Background: an optimization exercise with open tools, aiming at small area, a short achievable clock period and few clock cycles per item. Do not read the settings as production practice.
No functional check of the RTL was part of any run shown here.
Power and IR drop assume default switching activity.

<file path="flow/design.v">
package gzb_pkg;
  localparam int GRID_COLS  = 4;
  localparam int GRID_ROWS  = 4;
  localparam int ZONE_COUNT = GRID_COLS * GRID_ROWS;
  localparam int FILL_W     = 9;     
  localparam int SCR_W      = 12;
  localparam int ZS_W       = SCR_W - 2;    
  localparam int COORD_W    = 14;
  localparam logic [SCR_W-1:0] SCR_W_RESET = SCR_W'(800);
  localparam logic [SCR_W-1:0] SCR_H_RESET = SCR_W'(600);
  localparam logic OP_CLEAR  = 1'b0;
  localparam logic OP_INSERT = 1'b1;
endpackage
import gzb_pkg::*;
module gzb_lanes (
  input  logic [gzb_pkg::ZS_W-1:0]   zs,
  input  logic [11:0]                b3,
  input  logic [11:0]                u,
  input  logic                       oor,
  output logic [3:0]                 hit
);
  logic [11:0] b [5];
  logic [4:0]  lt, le;
  assign b[0] = 12'd0;
  assign b[1] = 12'(zs);
  assign b[2] = {1'b0, zs, 1'b0};
  assign b[3] = b3;
  assign b[4] = {zs, 2'b00};
  always_comb begin
    for (int k = 0; k < 5; k++) begin
      lt[k] = u < b[k];
      le[k] = u <= b[k];
    end
    for (int k = 0; k < 4; k++)
      hit[k] = !oor && !lt[k] && le[k+1];
  end
endmodule
import gzb_pkg::*;
module grid_zone_binning (
  input  logic                           clk,
  input  logic                           rst_n,
  input  logic                           in_tvalid,
  output logic                           in_tready,
  input  logic [55:0]                    in_tdata,
  input  logic                           in_tuser,
  output logic                           out_tvalid,
  input  logic                           out_tready,
  output logic [15:0]                    out_tdata,
  output logic [1:0]                     out_tuser,
  output logic                           out_tlast,
  input  logic                           cfg_valid,
  output logic                           cfg_ready,
  input  logic [0:0]                     cfg_index,
  input  logic [11:0]                    cfg_data
);
  logic [ZS_W-1:0] zw_r, zh_r;
  logic [11:0]     bw3_r, bh3_r, b3_new;
  logic        rdy_r, rv_r, rop_r;
  logic [3:0]  rc0_r, rr0_r;
  logic [12:0] rx1_r, ry1_r;    
  logic [3:0]  c0_hit, r0_hit, c1_hit, r1_hit;
  logic [13:0] x1, y1;
  logic        acc;
  logic [3:0]  col_hit, row_hit;
  logic        f1v, f2v, f1op, f2op;
  logic [3:0]  f1r, f1c, f2r, f2c;
  logic        hv, hop;
  logic [3:0]  hr, hc, hcl;
  logic [3:0]  rsel, csel;
  logic        step, pop, popd, last, last_c, hit;
  logic        f1_ld, f2_ld;
  logic [2:0]  n_all;
  logic        pv_r, phit_r, plast_r, pclr_r;
  logic [3:0]  prow_r, pcol_r;   
  logic [3:0]  pzone;
  logic [15:0] sel, we;
  logic [8:0]  fs_raw, fs, inc;
  logic        same;
  logic [8:0]  fill_r [ZONE_COUNT];
  logic        fclr;
  logic [8:0]  fbus;
  logic        ov_r, oclr_r, wpend_r;
  logic [14:0] res, o_r;         
  assign cfg_ready = 1'b1;
  assign in_tready = rdy_r;
  assign acc       = in_tvalid && rdy_r;
  assign b3_new = 12'(cfg_data[SCR_W-1:2]) + {1'b0, cfg_data[SCR_W-1:2], 1'b0};
  always_ff @(posedge clk) begin
    if (!rst_n) begin
      zw_r  <= SCR_W_RESET[SCR_W-1:2];
      zh_r  <= SCR_H_RESET[SCR_W-1:2];
      bw3_r <= 12'(3 * (SCR_W_RESET / 4));
      bh3_r <= 12'(3 * (SCR_H_RESET / 4));
    end else if (cfg_valid) begin
      if (cfg_index == 1'b0) begin
        zw_r  <= cfg_data[SCR_W-1:2];
        bw3_r <= b3_new;
      end else begin
        zh_r  <= cfg_data[SCR_W-1:2];
        bh3_r <= b3_new;
      end
    end
  end
  assign x1 = {in_tdata[20], in_tdata[20:8]} + 14'(in_tdata[42:34]);
  assign y1 = {in_tdata[33], in_tdata[33:21]} + 14'(in_tdata[51:43]);
  gzb_lanes u_c0 (.zs(zw_r), .b3(bw3_r), .u(in_tdata[19:8]),  .oor(in_tdata[20]), .hit(c0_hit));
  gzb_lanes u_r0 (.zs(zh_r), .b3(bh3_r), .u(in_tdata[32:21]), .oor(in_tdata[33]), .hit(r0_hit));
  always_ff @(posedge clk) begin
    rop_r <= in_tuser;
    rc0_r <= c0_hit;
    rr0_r <= r0_hit;
    rx1_r <= {x1[13] | x1[12], x1[11:0]};
    ry1_r <= {y1[13] | y1[12], y1[11:0]};
  end
  gzb_lanes u_c1 (.zs(zw_r), .b3(bw3_r), .u(rx1_r[11:0]), .oor(rx1_r[12]), .hit(c1_hit));
  gzb_lanes u_r1 (.zs(zh_r), .b3(bh3_r), .u(ry1_r[11:0]), .oor(ry1_r[12]), .hit(r1_hit));
  assign col_hit = rc0_r | c1_hit;
  assign row_hit = rr0_r | r1_hit;
  always_comb begin
    rsel = '0;
    csel = '0;
    for (int i = 3; i >= 0; i--) begin
      if (hr[i])  rsel = 4'(1) << i;
      if (hcl[i]) csel = 4'(1) << i;
    end
  end
  assign hit    = hv && hop && (hr != '0) && (hc != '0);
  assign last_c = (hcl & ~csel) == '0;
  assign last   = !hit || (last_c && ((hr & ~rsel) == '0));
  assign step   = !ov_r || out_tready;
  assign pop    = !hv || (step && last);
  assign popd   = hv && step && last;
  always_ff @(posedge clk) begin
    if (!rst_n) begin
      pv_r <= 1'b0;
    end else if (step) begin
      pv_r <= hv;
    end
  end
  always_ff @(posedge clk) begin
    if (step) begin
      phit_r  <= hit;
      plast_r <= last;
      pclr_r  <= hop == OP_CLEAR;
      prow_r  <= hit ? rsel : 4'd0;
      pcol_r  <= hit ? csel : 4'd0;
    end
  end
  always_comb begin
    for (int r = 0; r < 4; r++)
      for (int c = 0; c < 4; c++)
        sel[4*r+c] = prow_r[r] && pcol_r[c];
  end
  assign pzone = {prow_r[3] | prow_r[2], prow_r[3] | prow_r[1],
                  pcol_r[3] | pcol_r[2], pcol_r[3] | pcol_r[1]};
  always_comb begin
    fs_raw = '0;
    for (int z = 0; z < ZONE_COUNT; z++)
      fs_raw = fs_raw | ({9{sel[z]}} & fill_r[z]);
  end
  assign inc  = o_r[14] ? 9'd256 : ({1'b0, o_r[11:4]} + 9'd1);
  assign same = phit_r && ov_r && o_r[13] && (o_r[3:0] == pzone);
  assign fs   = (ov_r && oclr_r) ? 9'd0 : (same ? inc : fs_raw);
  assign res  = {fs[8], phit_r, plast_r, fs[7:0], pzone};
  always_comb begin
    for (int z = 0; z < ZONE_COUNT; z++)
      we[z] = wpend_r && o_r[13] && !o_r[14] && (o_r[3:0] == 4'(z));
  end
  assign f1_ld = popd ? (f2v || (rv_r && f1v)) : (rv_r && hv && !f1v);
  assign f2_ld = rv_r && (popd ? f2v : (f1v && !f2v));
  assign n_all = 3'(hv) + 3'(f1v) + 3'(f2v) + 3'(rv_r);
  always_ff @(posedge clk) begin
    if (!rst_n) begin
      hv  <= 1'b0;
      f1v <= 1'b0;
      f2v <= 1'b0;
    end else begin
      hv  <= pop ? (f1v || rv_r) : 1'b1;
      f1v <= pop ? (f2v || (f1v && rv_r)) : (f1v || (hv && rv_r));
      f2v <= pop ? (f2v && rv_r) : (f2v || (f1v && rv_r));
    end
  end
  always_ff @(posedge clk) begin
    if (pop) begin
      if (f1v) begin
        hop <= f1op;
        hr  <= f1r;
        hc  <= f1c;
        hcl <= f1c;
      end else begin
        hop <= rop_r;
        hr  <= row_hit;
        hc  <= col_hit;
        hcl <= col_hit;
      end
    end else if (step) begin
      if (last_c) begin
        hr  <= hr & ~rsel;
        hcl <= hc;
      end else begin
        hcl <= hcl & ~csel;
      end
    end
    if (f1_ld) begin
      f1op <= f2v ? f2op : rop_r;
      f1r  <= f2v ? f2r  : row_hit;
      f1c  <= f2v ? f2c  : col_hit;
    end
    if (f2_ld) begin
      f2op <= rop_r;
      f2r  <= row_hit;
      f2c  <= col_hit;
    end
  end
  always_ff @(posedge clk) begin
    if (!rst_n) begin
      rv_r  <= 1'b0;
      rdy_r <= 1'b0;
    end else begin
      rv_r  <= acc;
      if (acc) rdy_r <= popd ? (n_all <= 3'd2) : (n_all <= 3'd1);
      else     rdy_r <= popd ? (n_all <= 3'd3) : (n_all <= 3'd2);
    end
  end
  assign fclr = !rst_n || (wpend_r && oclr_r);
  assign fbus = inc & {9{!fclr}};
  always_ff @(posedge clk) begin
    for (int z = 0; z < ZONE_COUNT; z++)
      if (we[z] || fclr) fill_r[z] <= fbus;
  end
  always_ff @(posedge clk) begin
    if (!rst_n) begin
      ov_r    <= 1'b0;
      wpend_r <= 1'b0;
    end else begin
      if (step) ov_r <= pv_r;
      wpend_r <= step && pv_r;
    end
  end
  always_ff @(posedge clk) begin
    if (step) begin
      o_r    <= res;
      oclr_r <= pclr_r;
    end
  end
  assign out_tvalid = ov_r;
  assign out_tdata  = {4'b0000, o_r[11:0]};
  assign out_tuser  = {o_r[14], o_r[13]};
  assign out_tlast  = o_r[12];
endmodule
</file>
<file path="flow/flow/run.sh">
#!/bin/bash
# standard layout, with plain buffers (not delay cells) on the ports
set -o pipefail
export BUFFER_PORTS_ARGS="-buffer_cell sky130_fd_sc_hd__buf_2"
bash standard.sh > standard.log 2>&1
</file>
<file path="flow/standard.sh">
#!/bin/bash
# synth_recipe.tcl (not shown) runs the flow's synth.tcl, then flattens the netlist and writes it again
# the make line also repeats each setting of config.mk as NAME=value (left out here)
make -C /OpenROAD-flow-scripts/flow DESIGN_CONFIG=/design/flow/config.mk WORK_HOME=/design/flow/orfs CLKGATE_MAP_FILE= SYNTH_SCRIPT=/design/flow/synth_recipe.tcl "${@:-finish}"
</file>
<file path="flow/config.mk">
export PLATFORM = sky130hd
export DESIGN_NAME = grid_zone_binning
export DESIGN_NICKNAME = grid_zone_binning
export VERILOG_FILES = /design/flow/design.v
export SDC_FILE = /design/flow/constraint.sdc
export NUM_CORES = 4
export LEC_CHECK = 0
export ABC_CLOCK_PERIOD_IN_PS = 2300
export CAP_MARGIN = 20
export CORE_MARGIN = 2
export CORE_UTILIZATION = 40
export CTS_BUF_LIST = sky130_fd_sc_hd__clkbuf_8
export CTS_CLUSTER_DIAMETER = 60
export CTS_CLUSTER_SIZE = 14
export PLACE_DENSITY = 0.6
export SETUP_SLACK_MARGIN = 3.5
export SLEW_MARGIN = 20
</file>
<file path="flow/constraint.sdc">
create_clock -name core_clock -period 6.0 [get_ports {clk}]
set_input_delay 1.2000 -clock core_clock [delete_from_list [all_inputs] [get_ports {clk}]]
set_output_delay 1.2000 -clock core_clock [all_outputs]
set_load 0.01 [all_outputs]
</file>
==> impl_metrics.sql, run 1 <==
INSERT INTO impl_metrics (metric_group, metric, value, unit) VALUES
('outcome', 'run_status', 'timing/DRC/antenna clean', ''),
('synth', 'synth.distinct_cells', '94', ''),
('power_and_ir_drop', 'p_sw', '1280', 'uW'),
('power_and_ir_drop', 'swShare', '29.2', '%'),
('detailed_routing', 'route.detailed.wl_per_inst', '19.8', 'um'),
('synth', 'post_synthesis_async_set_or_reset_flop_share', '0', '%'),
('detailed_routing', 'routed_via_density', '5.63', ''),
('die', 'floorplan.die.height', '205', 'um'),
('synth', 'yosys.area.top_type_share', '37.4', '%'),
('die', 'die_width', '205', 'um'),
('sta', 'layout_min_cycle_time', '2520', 'ps'),
('power_and_ir_drop', 'power-per-cell-area', '236', 'nW/um^2'),
('finish', 'layout-area-overhead-vs-synth', '14.8', '%'),
('clock_network', 'worstSkewPairLatency', '610', 'ps'),
('die', 'placement_rows', '73', ''),
('finish', 'nFillCells', '3694', ''),
('die', 'design.core.area', '39900', 'um^2'),
('synth', 'synthesis.area_per_instance', '11.2', 'um^2'),
('synth', 'synth-edff-count', '202', ''),
('sta', 'worst_slew_margin_rel', '49.8', '%'),
('setup_path', 'startpoint_type', 'flip-flop', ''),
('setup_path', 'arrival', '1320', 'ps'),
('grt', 'first_global_vias', '11880', ''),
('place', 'io_port_bufs', '77', ''),
('detailed_routing', 'drc', '0', ''),
('power_and_ir_drop', 'maximum_ir_drop_on_the_vdd_rail', '0.160', 'mV'),
('detailed_routing', 'detailroute.via_count', '11927', ''),
('synth', 'netlist_area', '16200', 'um^2'),
('power_and_ir_drop', 'clockPowerShare', '26.2', '%'),
('setup_path', 'critical-path-slowest-cell', 'edfxtp_1', ''),
('detailed_routing', 'detailedRoute.firstPassIterationCount', '7', ''),
('grt', 'track_usage', '19.6', '%'),
('setup_path', 'path_cells', 'buf_8 > buf_6', ''),
('clock_network', 'number_of_cts_inserted_buffers', '25', ''),
('clock_network', 'cts.htree.levels', '1', ''),
('sta', 'final.period_utilization', '42.0', '%'),
('power_and_ir_drop', 'power.share.sequential', '53.4', '%'),
('synth', 'ys_top_cells_by_count', '202 x edfxtp_1, 200 x ha_1, 103 x inv_1', ''),
('sta', 'fin_setup_tns', '0', 'ps'),
('sta', 'report.final.setup_viol', '0', ''),
('power_and_ir_drop', 'leakagePower', '0.00755', 'uW'),
('clock_network', 'cts_root_buf', 'clkbuf_8', ''),
('grt', 'grt-ovfl-total', '0', ''),
('setup_path', 'critPathKind', 'reg2out', ''),
('synth', 'share_of_synthesized_area_occupied_by_flip_flops_and_latches', '47.9', '%'),
('clock_network', 'tritoncts', 'built', ''),
('finish', 'design.final.nets', '1854', ''),
('grt', 'grt_pass1_wl', '64800', 'um'),
('setup_path', 'cp.buffers_inverters', '2', ''),
('sta', 'unrepaired_setup_endpoints_after_global_routing', 'yes', ''),
('clock_network', 'cts.sinks', '287', ''),
('setup_path', 'critical_path.max_stage_delay', '440', 'ps'),
('place', 'gp_congestion', '0.843', ''),
('die', 'starting_density_of_the_core', '40.6', '%'),
('die', 'boundaryPins', '97', ''),
('synth', 'dominantRegCellSynth', 'edfxtp_1', ''),
('sta', 'worst_pin_slew', '753', 'ps'),
('run', 'max_cap_violations', '0', ''),
('hold_path', 'worstHoldPathType', 'reg2reg', ''),
('grt', 'pin_count_of_the_biggest_net_entering_global_routing', '57', ''),
('sta', 'finalHoldViolations', '0', ''),
('setup_path', 'critical-path-top-delay-family', 'flip-flops', ''),
('synth', 'synth_area_leaders', 'edfxtp_1 37%, ha_1 15%, dfxtp_1 10%, o21ai_0 2.6%, inv_1 2.4%', ''),
('detailed_routing', 'drt_first_iter_violations', '756', ''),
('setup_path', 'crit_path_end_kind', 'primary output', ''),
('setup_path', 'critical_path_data_required_time', '4800', 'ps'),
('power_and_ir_drop', 'combPwrFrac', '20.4', '%'),
('detailed_routing', 'routed_wl', '41900', 'um'),
('power_and_ir_drop', 'total_power', '4390', 'uW'),
('sta', 'max_freq', '397', 'MHz'),
('detailed_routing', 'antenna_left', '0', '');
[path summary, 6_finish.rpt]
kind            from      endpoint  slack [ps]  cells after the start
min reg2reg  plast_r       o_r[12]         410                      0
max reg2reg  zw_r[6]        f1c[2]        3530                      8
min          plast_r       o_r[12]         410                      0
max          o_r[14]  out_tuser[1]        3480                      2
[metrics by stage]
step	cells	area, um^2	setup slack, ps	utilization, %
floorplan	1457	16400	3090	-
global route	2119	18600	3420	46.7
detailed placement	2017	17300	2460	43.3
global placement	2017	17300	2480	43.3
CTS	2083	18100	3280	45.2
finish	2120	18600	3480	46.7
[state kept, by name, indices dropped and copies added (netlist names), 9 cells and up]
| register | cells |
|---|---|
| o_r | 15 |
| ry1_r | 13 |
| fill_r | 144 |
| zh_r | 9 |
| rx1_r | 13 |
| bh3_r | 12 |
| bw3_r | 11 |
| zw_r | 10 |
[what timing repair did]
item | 4_1_cts | 5_1_grt
buffers inserted | 19 | 35
setup endpoints to repair | 290 | 229
gates resized for setup | 33 | 58
hold endpoints to repair | 0 | 0
hold buffers | 0 | 0
pin swaps | 5 | 27
gates cloned | 1 | 1
[cell families (layout without fill, tap and decap cells)]
logic type | count (synthesis) | in the layout | share of synthesized area, %
fa+ha+maj | 205 | 205 | 16.0
other cells | 2 | 6 | 0.0463
compound gates | 419 | 420 | 18.5
buf+inv | 156 | 292 | 4.05
mux | 14 | 14 | 0.941
simple gates | 337 | 337 | 10.7
flops | 287 | 287 | 47.9
xor+xnor | 34 | 34 | 1.84
[power groups by stage]
stage	clock network, uW	logic [uW]	registers, uW
finish	1150	893	2340
global route	1250	1010	2360
CTS	1180	852	2340
detailed placement	0	824	2390
global placement	0	789	2390
floorplan	0	615	2340
[worst reg2reg max path: stages, from the launching register on]
cell and delay, ps:
dfxtp_2 350, clkinv_4 70, ha_4 220, a22o_1 200
or4_4 500, a2111oi_4 350, buf_4 190, o31ai_4 90
mux2_2 270
[routing by layer]
layer	part of all wire, %	vias to the layer above	GRT usage [%]
met2	49	282	34.2
met5	0	-	0
met4	2.2	0	4.91
met1	44	5765	25.1
li1	-	5824	-
met3	5.5	56	3.39
[layout by cell type (no fill, tap or decap), types with 21 or more instances in the layout]
cell type,count
dfxtp_1,74
ha_1,191
a22oi_1,21
a21o_1,33
a21oi_1,56
o21ai_0,62
inv_1,108
nor2_1,57
nand3_1,24
buf_2,73
a222oi_1,30
nand2_1,94
edfxtp_1,202
clkbuf_8,25
buf_4,54
nand4_1,30
o211ai_1,26
[area by class of cell]
class                           instances  area, um^2  area share, %
Timing Repair inverter                  1        5.00         0.0269
Tap cell                              525         657           3.53
Sequential cell                       287        7780           41.8
Clock buffer                           25         344           1.85
Clock inverter                         21         145          0.779
Timing Repair Buffer                  140         986           5.29
Inverter                              105         423           2.27
Antenna cell                            1        2.50         0.0134
Multi-Input combinational cell       1015        8280           44.5
==> inputs of run 2 (changes only) <==
--- a/flow/config.mk
+++ b/flow/config.mk
@@ -11,6 +11,6 @@
 export CORE_UTILIZATION = 40
 export CTS_BUF_LIST = sky130_fd_sc_hd__clkbuf_8
-export CTS_CLUSTER_DIAMETER = 60
-export CTS_CLUSTER_SIZE = 14
+export CTS_CLUSTER_DIAMETER = 70
+export CTS_CLUSTER_SIZE = 17
 export PLACE_DENSITY = 0.6
 export SETUP_SLACK_MARGIN = 3.5
==> run 2 against run 1 <==
Register-to-register slack lost 20 ps. Sequential power about the same. Routed wire length is 0.55% lower. Critical endpoint unchanged. Clock-buffer cell count is 2 lower. Sequential cell count unchanged. Still clean. Critical path type unchanged. Core utilization is 0.35 points lower. Final cell count shrank 0.66%. Final area is 0.76% lower. Non-clock buffer count is 6 lower.
==> impl_metrics.sql, run 2 <==
INSERT INTO impl_metrics (metric_group, metric, value, unit) VALUES
('synth', 'synth_cells', '1454', ''),
('finish', 'final_common_cell', 'edfxtp_1', ''),
('grt', 'first_global_vias', '11837', ''),
('sta', 'finalHoldViolations', '0', ''),
('clock_network', 'cts_root_buf', 'clkbuf_8', ''),
('detailed_routing', 'detailroute.via_count', '11887', ''),
('synth', 'netlist_area', '16200', 'um^2'),
('clock_network', 'cts.htree.levels', '1', ''),
('detailed_routing', 'route.detailed.wl_per_inst', '19.8', 'um'),
('sta', 'worst_clock_skew', '13.4', 'ps'),
('synth', 'synthesis.area_per_instance', '11.2', 'um^2'),
('sta', 'report.final.setup_viol', '0', ''),
('sta', 'layout_min_cycle_time', '2500', 'ps'),
('sta', 'fin_setup_tns', '0', 'ps'),
('sta', 'worst_pin_slew', '1090', 'ps'),
('die', 'boundaryPins', '97', ''),
('setup_path', 'worst-path-max-fanout', '2', ''),
('place', 'dp_hpwl', '29800', 'um'),
('synth', 'ys_top_cells_by_count', '202 x edfxtp_1, 200 x ha_1, 103 x inv_1', ''),
('power_and_ir_drop', 'maximum_ir_drop_on_the_vdd_rail', '0.176', 'mV'),
('clock_network', 'clk_path_buf_depth', '3', ''),
('clock_network', 'worstSkewPairLatency', '580', 'ps'),
('finish', 'nFillCells', '3679', ''),
('die', 'floorplan.die.height', '205', 'um'),
('synth', 'synth-edff-count', '202', ''),
('sta', 'worst_slew_margin_rel', '26.6', '%'),
('synth', 'ys_ff_latch', '287', ''),
('setup_path', 'critical_path_data_required_time', '4800', 'ps'),
('hold_path', 'worstHoldPathType', 'reg2reg', ''),
('detailed_routing', 'drc', '0', ''),
('synth', 'yosys_warnings', '4', ''),
('detailed_routing', 'met3WireLength', '2360', 'um'),
('sta', 'max_freq', '400', 'MHz'),
('synth', 'synth_area_leaders', 'edfxtp_1 37%, ha_1 15%, dfxtp_1 10%, o21ai_0 2.6%, inv_1 2.4%', ''),
('power_and_ir_drop', 'leakagePower', '0.00746', 'uW'),
('setup_path', 'critPathKind', 'reg2out', ''),
('sta', 'final_max_slew_viol_count', '0', ''),
('finish', 'design.final.nets', '1844', ''),
('die', 'die_width', '205', 'um'),
('die', 'design.core.area', '39900', 'um^2'),
('grt', 'grt_pass1_wl', '64600', 'um'),
('finish', 'largest_register_ffs', '144', ''),
('synth', 'post_synthesis_async_set_or_reset_flop_share', '0', '%'),
('finish', 'largest_register', 'fill_r', ''),
('clock_network', 'cts.sinks', '287', ''),
('setup_path', 'startpoint_type', 'flip-flop', ''),
('synth', 'share_of_synthesized_area_occupied_by_flip_flops_and_latches', '47.9', '%'),
('detailed_routing', 'met2_length', '20400', 'um'),
('run', 'max_cap_violations', '0', ''),
('detailed_routing', 'routed_wl', '41600', 'um'),
('finish', 'largest_registers', 'fill_r: 144 flops, o_r: 15 flops', ''),
('grt', 'track_usage', '19.5', '%'),
('die', 'starting_density_of_the_core', '40.6', '%'),
('sta', 'unrepaired_setup_endpoints_after_global_routing', 'yes', ''),
('hold_path', 'holdPathStages', '0', ''),
('place', 'gp_congestion', '0.843', ''),
('grt', 'grt-ovfl-total', '0', ''),
('grt', 'pin_count_of_the_biggest_net_entering_global_routing', '57', ''),
('grt', 'antenna_found_initial', '0', ''),
('synth', 'dominantRegCellSynth', 'edfxtp_1', ''),
('sta', 'final.period_utilization', '41.7', '%'),
('finish', 'multiInputGateArea', '8250', 'um^2'),
('detailed_routing', 'antenna_left', '0', ''),
('synth', 'yosys.area.top_type_share', '37.4', '%'),
('sta', 'fin_hold_ws', '425', 'ps'),
('power_and_ir_drop', 'power-per-cell-area', '232', 'nW/um^2'),
('synth', 'synth.distinct_cells', '94', ''),
('clock_network', 'postCtsHoldBufs', '0', ''),
('die', 'die-area', '42200', 'um^2'),
('setup_path', 'ff2ff_path_depth', '7', ''),
('clock_network', 'number_of_cts_inserted_buffers', '21', ''),
('finish', 'area_used_by_sequential_logic_in_the_layout', '7780', 'um^2'),
('setup_path', 'crit_path_end_kind', 'primary output', ''),
('finish', 'post_route_cells_drive_above_1_share', '18.5', '%'),
('die', 'placement_rows', '73', ''),
('power_and_ir_drop', 'total_power', '4290', 'uW'),
('setup_path', 'arrival', '1300', 'ps'),
('finish', 'layout.cells.most_common_list', '202 x edfxtp_1, 191 x ha_1, 101 x inv_1', ''),
('clock_network', 'tritoncts', 'built', ''),
('detailed_routing', 'wl_met1', '18000', 'um'),
('place', 'io_port_bufs', '77', ''),
('outcome', 'run_status', 'timing/DRC/antenna clean', ''),
('detailed_routing', 'drt_first_iter_violations', '784', ''),
('finish', 'layout-area-overhead-vs-synth', '14.0', '%'),
('detailed_routing', 'routed_via_density', '5.64', ''),
('detailed_routing', 'top_routing_layer_used', 'met4', ''),
('clock_network', 'cts.clk_slew.worst_paths', '110', 'ps'),
('synth', 'yosysMostFrequentCell', 'edfxtp_1', ''),
('synth', 'largest_area_contributor_in_the_synthesized_netlist', 'edfxtp_1', ''),
('detailed_routing', 'detailedRoute.firstPassIterationCount', '6', '');
## run 2: cell count changes in the layout (fill, tap and decap cells not counted), moves of 2 or more
cell,before,now
clkbuf_8,25,23
inv_2,6,8
inv_4,2,5
inv_1,108,101
clkinv_4,3,1
buf_12,7,9
buf_4,54,45
o21ai_1,5,11
o21ai_2,18,12
## run 2: per-layer routing
| metal | GRT usage [%] | vias up |
|---|---|---|
| met2 | 34.4 | 299 |
| met1 | 25.3 | 5739 |
| met5 | 0 | - |
| met3 | 2.74 | 61 |
| li1 | - | 5788 |
| met4 | 4.34 | 0 |
## run 2: what timing repair did
item                                   in CTS  in global routing
gates resized for setup                    34                 49
cloned                                      1                  1
pin swaps                                   5                 30
endpoints found under the hold margin       0                  0
setup endpoints to repair                 302                238
setup buffers                              13                 35
## run 2: worst paths after layout
kind	end	slack [ps]	start
worst max-delay path	out_tuser[1]	3500	o_r[14]
worst min-delay path	o_r[12]	430	plast_r
worst max register to register	f1c[2]	3510	rx1_r[7]
worst min register to register	o_r[12]	430	plast_r
## run 2: final cells by class
cell class | instances | area share, %
Timing Repair inverter | 1 | 0.0271
Timing Repair Buffer | 134 | 5.25
Tap cell | 525 | 3.55
Multi-Input combinational cell | 1015 | 44.6
Clock inverter | 15 | 0.501
Clock buffer | 23 | 1.71
Sequential cell | 287 | 42.1
Antenna cell | 1 | 0.0135
Inverter | 105 | 2.25
## run 2: cell families after synthesis
kind of cell / count (synthesis) / share of synthesized area, %
and+or+nand+nor: 337 / 10.7
muxes: 14 / 0.941
DFF: 287 / 47.9
adders and majority gates: 205 / 16.0
xor gates and xnor gates: 34 / 1.84
AOI/OAI and AO/OA: 419 / 18.5
other: 2 / 0.0463
buffers and inverters: 156 / 4.05
## run 2: critical path, cell delays in order (launching register included)
cell	delay, ps
edfxtp_1	450
buf_8	160
buf_6	120
## run 2: through the flow
stage | instance area, um^2 | util (%) | cells | setup slack [ps]
final | 18500 | 46.3 | 2106 | 3500
after global routing | 18500 | 46.3 | 2105 | 3410
after CTS | 17900 | 44.9 | 2069 | 3250
after detailed placement | 17300 | 43.3 | 2017 | 2460
after global placement | 17300 | 43.3 | 2017 | 2480
after floorplan | 16400 | - | 1457 | 3090
## run 2: power breakdown
group	total, uW	switching [uW]	internal (uW)
registers	2350	108	2240
clock network	1050	651	403
logic	888	504	384
total	4290	1260	3020

-- port drivers added, routing unchanged --
In the flow no input, the clock included, has a driving cell. The finished layouts below were timed again as built, in two steps.
Step 1 (the two cells are an assumption about what drives the block):
set clk [get_ports {clk}]
set_driving_cell -lib_cell sky130_fd_sc_hd__clkbuf_16 $clk
set_driving_cell -lib_cell sky130_fd_sc_hd__buf_2 [delete_from_list [all_inputs] $clk]
Step 2, shift: input delay + t, output delay - t, t = (earliest + latest rising clock arrival at the registers) / 2. This alone moves slack from input paths to output paths.
a / b / c = no drivers / after step 1 / after step 2; a / b = the first two.
| run | t, ns | slack for setup (ns) | worst register clock-pin slew, ns | worst data-port slew with drivers (ns) |
|---|---|---|---|---|
| run 1 | 0.641 | 3.479 / 3.433 / 2.885 | 0.10 / 0.10 | 0.08 |
| run 2 | 0.615 | 3.500 / 3.457 / 2.899 | 0.11 / 0.11 | 0.08 |
After both steps every run listed still meets setup and hold. For run 2, which loses most, drivers alone change the setup slack by -0.043 ns; drivers and shift together by -0.601 ns.
